Context: an optimization exercise on an open-source flow, tuned for small area. The choices shown serve that exercise and are no tape-out recipe. The RTL was checked by simulation tests, not by an equivalence proof against the original design. Power is estimated from default activity; no workload was simulated.

==> job 6776 <==
==> flow/design.v <==
`default_nettype none
module pps_add #(
    parameter int W = 22,    
    parameter int F = 8,     
    parameter int K = 7      
) (
    input  logic [W-1:0] a,
    input  logic [W-1:0] b,
    input  logic         ci,
    output logic [W-1:0] s,
    output logic         co
);
    localparam int NB = (W > F) ? (W - F + K - 1) / K : 0;
    logic [W:0] c;       
    logic [W-1:0] s0;    
    logic [W-1:0] pre;   
    logic [NB:0] bc;     
    for (genvar i = 0; i < W; i++) begin : g_bit
        logic cin;
        if (i == 0) begin : g_c0
            assign cin = ci;
        end else if (i >= F && ((i - F) % K) == 0) begin : g_cb
            assign cin = 1'b0;
        end else begin : g_cr
            assign cin = c[i];
        end
        assign s0[i]  = a[i] ^ b[i] ^ cin;
        assign c[i+1] = (a[i] & b[i]) | (a[i] & cin) | (b[i] & cin);
    end
    assign s[F-1:0] = s0[F-1:0];
    assign bc[0]    = c[F];
    for (genvar j = 0; j < NB; j++) begin : g_blk
        localparam int LO = F + j * K;
        localparam int HI = (LO + K < W) ? LO + K : W;
        for (genvar i = LO; i < HI; i++) begin : g_inc
            if (i == LO) begin : g_p0
                assign pre[i] = 1'b1;
            end else begin : g_pn
                assign pre[i] = pre[i-1] & s0[i-1];
            end
            assign s[i] = s0[i] ^ (bc[j] & pre[i]);
        end
        logic p;
        assign p       = pre[HI-1] & s0[HI-1];
        assign bc[j+1] = c[HI] | (bc[j] & p);
    end
    assign co = bc[NB];
endmodule
module pps_rca #(
    parameter int W = 11
) (
    input  logic [W-1:0] a,
    input  logic [W-1:0] b,
    input  logic         ci,
    output logic [W-1:0] s,
    output logic         co
);
    logic [W:0] c;
    assign c[0] = ci;
    for (genvar i = 0; i < W; i++) begin : g_bit
        assign s[i]   = a[i] ^ b[i] ^ c[i];
        assign c[i+1] = (a[i] & b[i]) | (a[i] & c[i]) | (b[i] & c[i]);
    end
    assign co = c[W];
endmodule
module add_dec #(parameter int W=22, parameter int F=6, parameter int K=4) (input logic [W-1:0] a, b, input logic ci, output logic [W-1:0] s, output logic co);
    localparam int NB = (W > F) ? (W - F + K - 1) / K : 0;
    logic [F:0] c; assign c[0]=ci;
    for (genvar i=0;i<F;i++) begin : g0
        assign s[i] = a[i]^b[i]^c[i];
        assign c[i+1] = (a[i]&b[i])|(a[i]&c[i])|(b[i]&c[i]);
    end
    logic [NB:0] bc; assign bc[0]=c[F];
    for (genvar j=0;j<NB;j++) begin : gb
        localparam int LO = F + j*K;
        localparam int HI = (LO+K<W)?LO+K:W;
        logic [HI-LO:0] c1, z; assign c1[0]=1'b1; assign z[0]=1'b1;
        for (genvar i=LO;i<HI;i++) begin : gi
            logic x1;
            assign x1 = a[i]^b[i]^c1[i-LO];
            assign c1[i-LO+1] = (a[i]&b[i])|(a[i]&c1[i-LO])|(b[i]&c1[i-LO]);
            assign s[i] = x1 ^ (~bc[j] & z[i-LO]);
            assign z[i-LO+1] = z[i-LO] & ~x1;
        end
        assign bc[j+1] = c1[HI-LO] & (bc[j] | ~z[HI-LO]);
    end
    assign co = bc[NB];
endmodule
module pps_phase_meas_n #(
    parameter int CH      = 5,
    parameter int LANES   = 4,
    parameter int CNT_W   = 20,
    parameter int DLY_CYC = 1000,
    localparam int SUM_W  = CNT_W + $clog2(LANES),
    localparam int DW     = SUM_W + 1
) (
    input  logic                  i_clk,
    input  logic                  i_res,
    input  logic [CH*LANES-1:0]   i_dt,
    output logic                  o_ph_en,
    output logic [CH*SUM_W-1:0]   o_ph,
    output logic [CH-1:0]         o_ph_vld,
    output logic [CH*DW-1:0]      o_dph,
    output logic                  o_busy
);
    localparam int NL = CH * LANES;
    localparam int DLY_W = 10;
    localparam logic [DLY_W-1:0] c_DLY_LAST = 10'd690;
    localparam logic [1:0] c_ARMED = 2'd0;
    localparam logic [1:0] c_WAIT  = 2'd1;
    localparam logic [1:0] c_SUM   = 2'd2;
    localparam logic [1:0] c_OUT   = 2'd3;
    logic [1:0]       r_state;
    logic [NL-1:0]    r_p;
    logic [NL-1:0]    r_q;
    logic [CNT_W-1:0] r_cnt;
    logic [SUM_W-1:1] r_cnt3;      
    logic [DLY_W-1:0] r_dly;
    logic [SUM_W-1:0] r_acc [CH];
    logic [SUM_W-1:0] r_ph  [CH];
    logic [CH-1:0]    r_vld;
    logic             w_run;
    logic             w_clr;
    logic             w_load;
    logic             w_inc;
    logic             w_end;
    logic [NL-1:0]    w_cap;
    logic [NL-1:0]    w_flag;
    logic [SUM_W-1:0] w_cnt1, w_cnt2, w_cnt3, w_cnt4;
    logic [SUM_W-1:0] w_add [CH];
    logic [SUM_W-1:0] w_sum [CH];
    logic [SUM_W-1:0] w_acc [CH];
    logic [CH-1:0]    w_all;
    assign w_run  = ~r_state[1];
    assign w_clr  = i_res | (r_state == c_OUT);
    assign w_load = i_res | (r_state == c_SUM);
    assign w_inc  = w_run & (r_cnt != {CNT_W{1'b1}});
    assign w_end  = (r_state == c_WAIT) && (r_dly == c_DLY_LAST);
    assign w_cap  = r_p & r_q;
    assign w_flag = r_q & ~r_p;
    assign w_cnt1 = SUM_W'(r_cnt);
    assign w_cnt2 = SUM_W'({r_cnt, 1'b0});
    assign w_cnt4 = SUM_W'({r_cnt, 2'b00});
    assign w_cnt3 = {r_cnt3, r_cnt[0]};
    localparam int LO_W = SUM_W / 2;
    logic [CH-1:0] r_cy;
    logic [CH-1:0] w_cy;
    for (genvar c = 0; c < CH; c++) begin : g_acc
        pps_rca #(.W(LO_W)) u_lo (
            .a(r_acc[c][LO_W-1:0]), .b(w_add[c][LO_W-1:0]), .ci(1'b0),
            .s(w_sum[c][LO_W-1:0]), .co(w_cy[c]));
        pps_rca #(.W(SUM_W-LO_W)) u_hi (
            .a(r_acc[c][SUM_W-1:LO_W]), .b(w_add[c][SUM_W-1:LO_W]), .ci(r_cy[c]),
            .s(w_sum[c][SUM_W-1:LO_W]), .co());
    end
    always_comb begin
        for (int c = 0; c < CH; c++) begin
            logic [LANES-1:0] cp;
            logic             n1, n2, n3, n4;
            cp = w_cap[c*LANES +: LANES];
            n1 = 1'b0; n2 = 1'b0; n3 = 1'b0; n4 = 1'b0;
            case (cp)
                4'b0001, 4'b0010, 4'b0100, 4'b1000: n1 = 1'b1;
                4'b0011, 4'b0101, 4'b0110, 4'b1001, 4'b1010, 4'b1100: n2 = 1'b1;
                4'b0111, 4'b1011, 4'b1101, 4'b1110: n3 = 1'b1;
                4'b1111: n4 = 1'b1;
                default: ;
            endcase
            w_add[c] = ({SUM_W{n1}} & w_cnt1) | ({SUM_W{n2}} & w_cnt2)
                     | ({SUM_W{n3}} & w_cnt3) | ({SUM_W{n4}} & w_cnt4);
            w_acc[c] = w_clr ? '0 : w_sum[c];
            w_all[c] = &w_flag[c*LANES +: LANES];
        end
    end
    always_ff @(posedge i_clk) begin
        for (int c = 0; c < CH; c++) begin
            r_acc[c] <= w_acc[c];
            r_cy[c]  <= w_cy[c] & ~w_clr;
            if (w_load) r_ph[c] <= w_acc[c];
        end
        if (i_res) begin
            r_state <= c_ARMED;
            r_p     <= '0;
            r_q     <= '0;
            r_cnt   <= '0;
            r_cnt3  <= '0;
            r_dly   <= '0;
            r_vld   <= '0;
        end else begin
            for (int k = 0; k < NL; k++) begin
                if (r_q[k] && w_run) begin
                    r_p[k] <= 1'b0;
                    r_q[k] <= 1'b1;
                end else begin
                    r_p[k] <= i_dt[k];
                    r_q[k] <= i_dt[k] & ~r_p[k] & ~w_end;
                end
            end
            if (r_state == c_ARMED) r_dly <= '0;
            else r_dly <= {r_dly[DLY_W-2:0], ~(r_dly[9] ^ r_dly[6])};
            if (w_inc) begin
                r_cnt  <= r_cnt + 1'b1;
                r_cnt3 <= w_cnt3[SUM_W-1:1] + (SUM_W-1)'(r_cnt[0]) + 1'b1;
            end
            case (r_state)
                c_ARMED: if (r_p[0] && r_q[0]) r_state <= c_WAIT;
                c_WAIT:  if (w_end) r_state <= c_SUM;
                c_SUM: begin
                    r_vld   <= w_all;
                    r_state <= c_OUT;
                end
                default: begin
                    r_cnt   <= '0;
                    r_cnt3  <= '0;
                    r_state <= c_ARMED;
                end
            endcase
        end
    end
    logic [SUM_W-1:0] w_nb0;
    assign w_nb0 = ~r_ph[0];
    generate
        for (genvar c = 0; c < CH; c++) begin : g_pack
            assign o_ph[c*SUM_W +: SUM_W] = r_ph[c];
            if (c == 0) begin : g_ref
                assign o_dph[c*DW +: DW] = '0;
            end else begin : g_diff
                logic [SUM_W-1:0] d;
                logic             co;
                add_dec #(.W(SUM_W), .F(7), .K(8)) u_sub (
                    .a(r_ph[c]), .b(w_nb0), .ci(1'b1), .s(d), .co(co));
                assign o_dph[c*DW +: DW] = (r_vld[c] && r_vld[0]) ? {~co, d} : '0;
            end
        end
    endgenerate
    assign o_ph_en  = (r_state == c_OUT);
    assign o_ph_vld = r_vld;
    assign o_busy   = (r_state != c_ARMED);
endmodule
`default_nettype wire
==> flow/flow/run.sh <==
#!/bin/bash
# Own layout flow: the standard ORFS flow (standard.sh, with the standard
# synthesis unchanged) with two knobs changed:
#  - port buffers use the smallest buffer cell (every port still gets one);
#  - the clock tree is built from clkbuf_4 cells over small sink clusters,
#    without dummy balancing loads.
# All tool output goes to standard.log here and to ORFS's logs under orfs/.
set -euo pipefail
export BUFFER_PORTS_ARGS="-buffer_cell sky130_fd_sc_hd__buf_1"
export CTS_ARGS="-sink_clustering_enable -repair_clock_nets -dont_use_dummy_load -buf_list sky130_fd_sc_hd__clkbuf_4 -sink_clustering_size 8 -sink_clustering_max_diameter 40"
bash standard.sh > standard.log 2>&1
==> flow/standard.sh <==
#!/bin/bash
# synth_recipe.tcl (not shown) runs the flow's synth.tcl, then flattens the netlist and writes it again
# the make line also repeats each setting of config.mk as NAME=value (left out here)
make -C /OpenROAD-flow-scripts/flow DESIGN_CONFIG=/design/flow/config.mk WORK_HOME=/design/flow/orfs CLKGATE_MAP_FILE= SYNTH_SCRIPT=/design/flow/synth_recipe.tcl "${@:-finish}"
==> flow/config.mk <==
export PLATFORM = sky130hd
export DESIGN_NAME = pps_phase_meas_n
export DESIGN_NICKNAME = pps_phase_meas_n
export VERILOG_FILES = /design/flow/design.v
export SDC_FILE = /design/flow/constraint.sdc
export NUM_CORES = 4
export LEC_CHECK = 0
export CAP_MARGIN = 20
export CORE_MARGIN = 2
export CORE_UTILIZATION = 70
export SLEW_MARGIN = 20
==> flow/constraint.sdc <==
create_clock -name core_clock -period 7.0 [get_ports {i_clk}]
set_input_delay 1.4000 -clock core_clock [delete_from_list [all_inputs] [get_ports {i_clk}]]
set_output_delay 1.4000 -clock core_clock [all_outputs]
set_load 0.01 [all_outputs]
==> job 989: changes against job 6776 <==
--- a/flow/design.v
+++ b/flow/design.v
@@ -63,27 +63,4 @@
     end
     assign co = c[W];
-endmodule
-module add_dec #(parameter int W=22, parameter int F=6, parameter int K=4) (input logic [W-1:0] a, b, input logic ci, output logic [W-1:0] s, output logic co);
-    localparam int NB = (W > F) ? (W - F + K - 1) / K : 0;
-    logic [F:0] c; assign c[0]=ci;
-    for (genvar i=0;i<F;i++) begin : g0
-        assign s[i] = a[i]^b[i]^c[i];
-        assign c[i+1] = (a[i]&b[i])|(a[i]&c[i])|(b[i]&c[i]);
-    end
-    logic [NB:0] bc; assign bc[0]=c[F];
-    for (genvar j=0;j<NB;j++) begin : gb
-        localparam int LO = F + j*K;
-        localparam int HI = (LO+K<W)?LO+K:W;
-        logic [HI-LO:0] c1, z; assign c1[0]=1'b1; assign z[0]=1'b1;
-        for (genvar i=LO;i<HI;i++) begin : gi
-            logic x1;
-            assign x1 = a[i]^b[i]^c1[i-LO];
-            assign c1[i-LO+1] = (a[i]&b[i])|(a[i]&c1[i-LO])|(b[i]&c1[i-LO]);
-            assign s[i] = x1 ^ (~bc[j] & z[i-LO]);
-            assign z[i-LO+1] = z[i-LO] & ~x1;
-        end
-        assign bc[j+1] = c1[HI-LO] & (bc[j] | ~z[HI-LO]);
-    end
-    assign co = bc[NB];
 endmodule
 module pps_phase_meas_n #(
@@ -228,5 +205,5 @@
                 logic [SUM_W-1:0] d;
                 logic             co;
-                add_dec #(.W(SUM_W), .F(7), .K(8)) u_sub (
+                pps_add #(.W(SUM_W), .F(7), .K(5)) u_sub (
                     .a(r_ph[c]), .b(w_nb0), .ci(1'b1), .s(d), .co(co));
                 assign o_dph[c*DW +: DW] = (r_vld[c] && r_vld[0]) ? {~co, d} : '0;
--- a/flow/config.mk
+++ b/flow/config.mk
@@ -8,4 +8,4 @@
 export CAP_MARGIN = 20
 export CORE_MARGIN = 2
-export CORE_UTILIZATION = 70
+export CORE_UTILIZATION = 40
 export SLEW_MARGIN = 20
==> job 6531: changes against job 6776 <==
--- a/flow/design.v
+++ b/flow/design.v
@@ -44,44 +44,4 @@
         assign p       = pre[HI-1] & s0[HI-1];
         assign bc[j+1] = c[HI] | (bc[j] & p);
-    end
-    assign co = bc[NB];
-endmodule
-module pps_rca #(
-    parameter int W = 11
-) (
-    input  logic [W-1:0] a,
-    input  logic [W-1:0] b,
-    input  logic         ci,
-    output logic [W-1:0] s,
-    output logic         co
-);
-    logic [W:0] c;
-    assign c[0] = ci;
-    for (genvar i = 0; i < W; i++) begin : g_bit
-        assign s[i]   = a[i] ^ b[i] ^ c[i];
-        assign c[i+1] = (a[i] & b[i]) | (a[i] & c[i]) | (b[i] & c[i]);
-    end
-    assign co = c[W];
-endmodule
-module add_dec #(parameter int W=22, parameter int F=6, parameter int K=4) (input logic [W-1:0] a, b, input logic ci, output logic [W-1:0] s, output logic co);
-    localparam int NB = (W > F) ? (W - F + K - 1) / K : 0;
-    logic [F:0] c; assign c[0]=ci;
-    for (genvar i=0;i<F;i++) begin : g0
-        assign s[i] = a[i]^b[i]^c[i];
-        assign c[i+1] = (a[i]&b[i])|(a[i]&c[i])|(b[i]&c[i]);
-    end
-    logic [NB:0] bc; assign bc[0]=c[F];
-    for (genvar j=0;j<NB;j++) begin : gb
-        localparam int LO = F + j*K;
-        localparam int HI = (LO+K<W)?LO+K:W;
-        logic [HI-LO:0] c1, z; assign c1[0]=1'b1; assign z[0]=1'b1;
-        for (genvar i=LO;i<HI;i++) begin : gi
-            logic x1;
-            assign x1 = a[i]^b[i]^c1[i-LO];
-            assign c1[i-LO+1] = (a[i]&b[i])|(a[i]&c1[i-LO])|(b[i]&c1[i-LO]);
-            assign s[i] = x1 ^ (~bc[j] & z[i-LO]);
-            assign z[i-LO+1] = z[i-LO] & ~x1;
-        end
-        assign bc[j+1] = c1[HI-LO] & (bc[j] | ~z[HI-LO]);
     end
     assign co = bc[NB];
@@ -143,30 +103,20 @@
     assign w_cnt4 = SUM_W'({r_cnt, 2'b00});
     assign w_cnt3 = {r_cnt3, r_cnt[0]};
-    localparam int LO_W = SUM_W / 2;
-    logic [CH-1:0] r_cy;
-    logic [CH-1:0] w_cy;
     for (genvar c = 0; c < CH; c++) begin : g_acc
-        pps_rca #(.W(LO_W)) u_lo (
-            .a(r_acc[c][LO_W-1:0]), .b(w_add[c][LO_W-1:0]), .ci(1'b0),
-            .s(w_sum[c][LO_W-1:0]), .co(w_cy[c]));
-        pps_rca #(.W(SUM_W-LO_W)) u_hi (
-            .a(r_acc[c][SUM_W-1:LO_W]), .b(w_add[c][SUM_W-1:LO_W]), .ci(r_cy[c]),
-            .s(w_sum[c][SUM_W-1:LO_W]), .co());
+        pps_add #(.W(SUM_W), .F(8), .K(5)) u_add (
+            .a(r_acc[c]), .b(w_add[c]), .ci(1'b0), .s(w_sum[c]), .co());
     end
     always_comb begin
         for (int c = 0; c < CH; c++) begin
-            logic [LANES-1:0] cp;
-            logic             n1, n2, n3, n4;
-            cp = w_cap[c*LANES +: LANES];
-            n1 = 1'b0; n2 = 1'b0; n3 = 1'b0; n4 = 1'b0;
-            case (cp)
-                4'b0001, 4'b0010, 4'b0100, 4'b1000: n1 = 1'b1;
-                4'b0011, 4'b0101, 4'b0110, 4'b1001, 4'b1010, 4'b1100: n2 = 1'b1;
-                4'b0111, 4'b1011, 4'b1101, 4'b1110: n3 = 1'b1;
-                4'b1111: n4 = 1'b1;
-                default: ;
+            logic [2:0] k;
+            k = '0;
+            for (int l = 0; l < LANES; l++) k = k + 3'(w_cap[c*LANES + l]);
+            case (k)
+                3'd1:    w_add[c] = w_cnt1;
+                3'd2:    w_add[c] = w_cnt2;
+                3'd3:    w_add[c] = w_cnt3;
+                3'd4:    w_add[c] = w_cnt4;
+                default: w_add[c] = '0;
             endcase
-            w_add[c] = ({SUM_W{n1}} & w_cnt1) | ({SUM_W{n2}} & w_cnt2)
-                     | ({SUM_W{n3}} & w_cnt3) | ({SUM_W{n4}} & w_cnt4);
             w_acc[c] = w_clr ? '0 : w_sum[c];
             w_all[c] = &w_flag[c*LANES +: LANES];
@@ -176,5 +126,4 @@
         for (int c = 0; c < CH; c++) begin
             r_acc[c] <= w_acc[c];
-            r_cy[c]  <= w_cy[c] & ~w_clr;
             if (w_load) r_ph[c] <= w_acc[c];
         end
@@ -228,5 +177,5 @@
                 logic [SUM_W-1:0] d;
                 logic             co;
-                add_dec #(.W(SUM_W), .F(7), .K(8)) u_sub (
+                pps_add #(.W(SUM_W), .F(6), .K(4)) u_sub (
                     .a(r_ph[c]), .b(w_nb0), .ci(1'b1), .s(d), .co(co));
                 assign o_dph[c*DW +: DW] = (r_vld[c] && r_vld[0]) ? {~co, d} : '0;
==> flow/run.sh (new file) <==
#!/bin/bash
# synth_recipe.tcl (not shown) runs the flow's synth.tcl, then flattens the netlist and writes it again
# the make line also repeats each setting of config.mk as NAME=value (left out here)
make -C /OpenROAD-flow-scripts/flow DESIGN_CONFIG=/design/flow/config.mk WORK_HOME=/design/flow/orfs CLKGATE_MAP_FILE= SYNTH_SCRIPT=/design/flow/synth_recipe.tcl finish
--- a/flow/config.mk
+++ b/flow/config.mk
@@ -8,4 +8,4 @@
 export CAP_MARGIN = 20
 export CORE_MARGIN = 2
-export CORE_UTILIZATION = 70
+export CORE_UTILIZATION = 40
 export SLEW_MARGIN = 20
removed: flow/flow/run.sh
removed: flow/standard.sh
==> summary.md <==
| Metric | Value |
|---|---|
| Post CTS Setup Buffer Count | 0 |
| Status | no timing/DRC/antenna violations |
| Hold Path End | r_dly[2] |
| Layer with the highest usage | met2 |
| Lkg Pwr | 8.77 nW |
| Mux contribution to synthesized area | 0.00363 |
| XOR/XNOR Fraction of Synth Area | 0.0344 |
| RSZ-0062 raised after global routing | no |
# the run above: job 989

==> summary.md <==
| Metric | Value |
|---|---|
| Layer with the highest usage | met1 |
| XOR/XNOR Fraction of Synth Area | 0.0274 |
| Status | no timing/DRC/antenna violations |
| Clock root buffer | clkbuf_4 |
| RSZ-0062 raised after global routing | yes |
| Mux contribution to synthesized area | 0.00318 |
| Mapped cell area | 0.0189 mm2 |
# the run above: job 6776

==> summary.md <==
| Metric | Value |
|---|---|
| Status | no timing/DRC/antenna violations |
| Post CTS Setup Buffer Count | 0 |
| XOR/XNOR Fraction of Synth Area | 0.0430 |
| RSZ-0062 raised after global routing | no |
| Lkg Pwr | 9.58 nW |
| Mux contribution to synthesized area | 0.000982 |
| Hold Path End | r_dly[8] |
| Layer with the highest usage | met2 |
# the run above: job 6531

-- re-timing with driven ports --
In the flow no input, the clock included, has a driving cell. The finished layouts below were timed again as built, in two steps.
Step 1 sets driving cells, clkbuf_16 on the clock port and buf_2 on the other inputs (assumed; they add their load-dependent delay and slew).
Step 2 also shifts input and output timing later by t, the mid clock arrival at the registers, as if the neighbouring blocks saw the same clock.
Three values: ideal, step 1, step 2; two values: the first two.
run	shift t [ns]	slack for setup (ns)	hold WS [ns]	clock arrival spread, ns	worst data-port slew with drivers (ns)
job 6776	0.720	0.100 / 0.051 / 0.376	0.449 / 0.449 / 0.449	0.068 / 0.068	0.03
job 989	0.806	0.277 / 0.225 / 0.330	0.444 / 0.444 / 0.444	0.077 / 0.077	0.05
job 6531	0.575	0.275 / 0.222 / 0.443	0.459 / 0.459 / 0.459	0.021 / 0.021	0.04
After both steps every run listed still meets setup and hold.
